This is an optimization exercise on Yosys and OpenROAD, whose aim is small area, a short achievable clock period and few clock cycles per item, not a production implementation.
Where RTL was checked, it was by simulation tests only, not by an equivalence proof against the original.
No activity file was given, so power comes from the tool's default toggle rates.

==> flow/design.v (excerpt) <==
module systolic_top #(
	parameter int MAX_K = 9
) (
	input wire clk,
	input wire rst,
	input logic start_i,
	input logic [systolic_pkg::K_W-1:0] k_i,
	input systolic_pkg::word_t a_rdata_i,  
	input systolic_pkg::word_t b_rdata_i,  
	output systolic_pkg::idx_t rd_index_o,
	output logic out_we_o,
	output systolic_pkg::idx_t out_index_o,
	output systolic_pkg::word_t out_wdata_o,
	output logic done_o
);
For scale: about 760 cells after synthesis, roughly 170 flip-flops, about 120 I/O pins.
==> module systolic_top, before the edit <==
module systolic_top #(
	parameter int MAX_K = 9
) (
	input wire clk,
	input wire rst,
	input logic start_i,
	input logic [systolic_pkg::K_W-1:0] k_i,
	input systolic_pkg::word_t a_rdata_i,  
	input systolic_pkg::word_t b_rdata_i,  
	output systolic_pkg::idx_t rd_index_o,
	output logic out_we_o,
	output systolic_pkg::idx_t out_index_o,
	output systolic_pkg::word_t out_wdata_o,
	output logic done_o
);
	localparam int K_W = systolic_pkg::K_W;
	localparam int CS_W = 14;
	logic run_q;              
	logic [K_W-1:0] t_q;      
	logic [3:0] roh_q;        
	logic [K_W-1:0] klast_q;  
	logic last_q;             
	logic [K_W-1:0] klast_in;
	logic k1_in;
	logic idle;
	logic active;
	logic last;
	logic last_d;
	logic [7:0] a_sel;
	logic [7:0] a_q;          
	logic [7:0] a3_q;         
	logic [3:0] e1_q [4];     
	logic [3:0] e2_q [4];     
	logic [3:0] e3_q [4];     
	logic first1_q;           
	logic last1_q;            
	logic [CS_W-1:0] cs_q [4];
	logic first2_q;
	logic last2_q;
	logic [7:0] acc_q [4];
	logic we_q;
	logic [1:0] wrow_q;       
	always_comb begin
		if (k_i > K_W'(MAX_K)) begin
			klast_in = K_W'(MAX_K - 1);
		end else if (k_i == '0) begin
			klast_in = '0;
		end else begin
			klast_in = k_i - K_W'(1);
		end
	end
	assign idle = ~run_q & ~last1_q & ~last2_q & ~we_q;
	assign active = run_q | (idle & start_i);
	assign k1_in = (k_i[K_W-1:1] == '0);
	assign last = run_q ? last_q : k1_in;
	always_comb begin
		if (last) begin
			last_d = run_q ? (klast_q == '0) : k1_in;  
		end else if (run_q) begin
			last_d = (t_q + K_W'(1) == klast_q);
		end else begin
			last_d = (k_i == K_W'(2));
		end
	end
	always_ff @(posedge clk or posedge rst) begin
		if (rst) begin
			run_q <= 1'b0;
			last_q <= 1'b0;
			t_q <= '0;
			roh_q <= 4'b0001;
			last1_q <= 1'b0;
			last2_q <= 1'b0;
			we_q <= 1'b0;
			wrow_q <= '0;
		end else begin
			if (active) begin
				run_q <= ~(last & roh_q[3]);
				last_q <= last_d;
				if (last) begin
					t_q <= '0;
					roh_q <= {roh_q[2:0], roh_q[3]};
				end else begin
					t_q <= t_q + K_W'(1);
				end
			end
			last1_q <= active & last;
			last2_q <= last1_q;
			we_q <= last2_q;
			if (we_q) begin
				wrow_q <= wrow_q + 2'd1;
			end
		end
	end
	always_ff @(posedge clk) begin
		if (idle) begin
			klast_q <= klast_in;
		end
		first1_q <= (t_q == '0);
		first2_q <= first1_q;
		a_q <= a_sel;
		a3_q <= a3_sel;
	end
	assign a_sel = ({8{roh_q[0]}} & a_rdata_i[31:24])
		| ({8{roh_q[1]}} & a_rdata_i[23:16])
		| ({8{roh_q[2]}} & a_rdata_i[15:8])
		| ({8{roh_q[3]}} & a_rdata_i[7:0]);
	logic [7:0] a3_sel;
	logic [7:0] a3_g;
	logic [7:0] a3_p;
	logic [7:0] a3_c;
	always_comb begin
		logic [7:0] g1, p1, g2, p2, g4;
		a3_g = 8'd0;
		a3_p = 8'd0;
		for (int i = 1; i < 8; i++) begin
			a3_g[i] = a_sel[i] & a_sel[i-1];
			a3_p[i] = a_sel[i] ^ a_sel[i-1];
		end
		g1 = a3_g;
		p1 = a3_p;
		for (int i = 1; i < 8; i++) begin
			g1[i] = a3_g[i] | (a3_p[i] & a3_g[i-1]);
			p1[i] = a3_p[i] & a3_p[i-1];
		end
		g2 = g1;
		p2 = p1;
		for (int i = 2; i < 8; i++) begin
			g2[i] = g1[i] | (p1[i] & g1[i-2]);
			p2[i] = p1[i] & p1[i-2];
		end
		g4 = g2;
		for (int i = 4; i < 8; i++) begin
			g4[i] = g2[i] | (p2[i] & g2[i-4]);
		end
		a3_c = {g4[6:0], 1'b0};  
		a3_sel = a3_p ^ a3_c;
		a3_sel[0] = a_sel[0];
	end
	for (genvar c = 0; c < 4; c++) begin : g_mac
		logic [CS_W-1:0] cs_d;
		logic [7:0] acc_in;
		logic [7:0] acc_d;
		logic [7:0] b_elem;
		assign b_elem = b_rdata_i[31-8*c -: 8];
		always_ff @(posedge clk) begin
			for (int i = 0; i < 4; i++) begin
				e1_q[c][i] <= (b_elem[2*i+1 -: 2] == 2'd1);
				e2_q[c][i] <= (b_elem[2*i+1 -: 2] == 2'd2);
				e3_q[c][i] <= (b_elem[2*i+1 -: 2] == 2'd3);
			end
		end
		mac_s1 s1_inst (
			.a_i(a_q),
			.a3_i(a3_q),
			.e1_i(e1_q[c]),
			.e2_i(e2_q[c]),
			.e3_i(e3_q[c]),
			.cs_o(cs_d)
		);
		assign acc_in = first2_q ? 8'd0 : acc_q[c];
		mac_s2 s2_inst (
			.cs_i(cs_q[c]),
			.acc_i(acc_in),
			.y_o(acc_d)
		);
		always_ff @(posedge clk) begin
			cs_q[c] <= cs_d;
			acc_q[c] <= acc_d;
		end
		assign out_wdata_o[8*c +: 8] = acc_q[c];
	end
	assign rd_index_o = {4'b0, t_q};
	assign out_we_o = we_q;
	assign out_index_o = {6'b0, wrow_q};
	assign done_o = we_q & (wrow_q == 2'd3);  
endmodule
export LEC_CHECK = 0
export CAP_MARGIN = 20
export CORE_MARGIN = 2
export CORE_UTILIZATION = 40
export CTS_BUF_LIST = sky130_fd_sc_hd__clkbuf_4 sky130_fd_sc_hd__clkbuf_8
export SETUP_SLACK_MARGIN = 2.75
export SLEW_MARGIN = 20
create_clock -name core_clock -period 5.0 [get_ports {clk}]
standard.sh (not shown) runs the stock make flow with config.mk's settings and CLKGATE_MAP_FILE= SYNTH_SCRIPT=/design/flow/synth_recipe.tcl, a recipe that flattens the netlist after the stock synthesis.
==> flow/flow/run.sh <==
#!/bin/bash
# The standard layout, with buf_1 cells as the port buffers.
export BUFFER_PORTS_ARGS="-buffer_cell sky130_fd_sc_hd__buf_1"
bash standard.sh > standard.log 2>&1
Testbench counts at the start, summed over its fixed seeds: cycles 27,344, items 1,200.
Then changed:
--- a/flow/design.v
+++ b/flow/design.v
@@ -119,6 +119,8 @@
 	logic run_q;              
 	logic [K_W-1:0] t_q;      
+	logic [1:0] r_q;          
 	logic [3:0] roh_q;        
 	logic [K_W-1:0] klast_q;  
+	logic k1_q;               
 	logic last_q;             
 	logic [K_W-1:0] klast_in;
@@ -136,10 +138,15 @@
 	logic first1_q;           
 	logic last1_q;            
+	logic [1:0] r1_q;
+	logic fin1_q;             
 	logic [CS_W-1:0] cs_q [4];
 	logic first2_q;
 	logic last2_q;
+	logic [1:0] r2_q;
+	logic fin2_q;
 	logic [7:0] acc_q [4];
 	logic we_q;
-	logic [1:0] wrow_q;       
+	logic [1:0] wrow_q;
+	logic done_q;
 	always_comb begin
 		if (k_i > K_W'(MAX_K)) begin
@@ -151,5 +158,5 @@
 		end
 	end
-	assign idle = ~run_q & ~last1_q & ~last2_q & ~we_q;
+	assign idle = ~run_q & ~fin1_q & ~fin2_q & ~done_q;
 	assign active = run_q | (idle & start_i);
 	assign k1_in = (k_i[K_W-1:1] == '0);
@@ -157,5 +164,5 @@
 	always_comb begin
 		if (last) begin
-			last_d = run_q ? (klast_q == '0) : k1_in;  
+			last_d = run_q ? k1_q : k1_in;  
 		end else if (run_q) begin
 			last_d = (t_q + K_W'(1) == klast_q);
@@ -169,15 +176,19 @@
 			last_q <= 1'b0;
 			t_q <= '0;
+			r_q <= '0;
 			roh_q <= 4'b0001;
 			last1_q <= 1'b0;
+			fin1_q <= 1'b0;
 			last2_q <= 1'b0;
+			fin2_q <= 1'b0;
 			we_q <= 1'b0;
-			wrow_q <= '0;
+			done_q <= 1'b0;
 		end else begin
 			if (active) begin
-				run_q <= ~(last & roh_q[3]);
+				run_q <= ~(last & (r_q == 2'd3));
 				last_q <= last_d;
 				if (last) begin
 					t_q <= '0;
+					r_q <= r_q + 2'd1;
 					roh_q <= {roh_q[2:0], roh_q[3]};
 				end else begin
@@ -186,9 +197,9 @@
 			end
 			last1_q <= active & last;
+			fin1_q <= active & last & (r_q == 2'd3);
 			last2_q <= last1_q;
+			fin2_q <= fin1_q;
 			we_q <= last2_q;
-			if (we_q) begin
-				wrow_q <= wrow_q + 2'd1;
-			end
+			done_q <= fin2_q;
 		end
 	end
@@ -196,7 +207,11 @@
 		if (idle) begin
 			klast_q <= klast_in;
+			k1_q <= k1_in;
 		end
 		first1_q <= (t_q == '0);
 		first2_q <= first1_q;
+		r1_q <= r_q;
+		r2_q <= r1_q;
+		wrow_q <= r2_q;
 		a_q <= a_sel;
 		a3_q <= a3_sel;
@@ -274,5 +289,5 @@
 	assign out_we_o = we_q;
 	assign out_index_o = {6'b0, wrow_q};
-	assign done_o = we_q & (wrow_q == 2'd3);  
+	assign done_o = done_q;
 endmodule
 `default_nettype wire
Outcome: The new run ran to the end with no violations. Final area rises by 1.6%. Critical path depth rises by 7. Clock skew is about the same. Die area rises by 2.5%. Count of clock-buffer cells in the layout falls by 1. Sequential power rises by about 10%. Power rises by 9.9%. Worst setup slack is better by 0.095 ns. Hold slack is worse by 0.0069 ns. First-iteration DRC count rises by 6.0%. Sequential share of layout area rises by 1.7 points. Global-route usage rises by 0.23 points.
Only the layout flow was run in the second run of this note; the RTL was not checked for function there.

==> afterwards: timing with drivers on the ports <==
The flow's constraints put no driver on any port. The routed layouts listed below were extracted and timed again, unchanged, in two steps.
Step 1: set_driving_cell puts a clkbuf_16 on clk and a buf_2 on each other input, an assumption about the parent block.
Step 2 adds t to the input delays and takes it off the output delays; t is the mean of the earliest and latest rising clock arrival at the registers after step 1. Input paths then give back, and output paths get back, about the clock's delay inside the block.
a / b / c = no drivers / after step 1 / after step 2; a / b = the first two.
run | t (ns) | slack for setup (ns) | slew at the worst register clock pin (ns)
the first run | 0.472 | 2.726 / 2.687 / 2.358 | 0.09 / 0.09
the second run | 0.496 | 2.821 / 2.821 / 2.410 | 0.10 / 0.10
After both steps setup and hold are still met in every run listed. For the second run, which loses most, drivers alone change the setup slack by 0.000 ns; drivers and shift together by -0.411 ns.
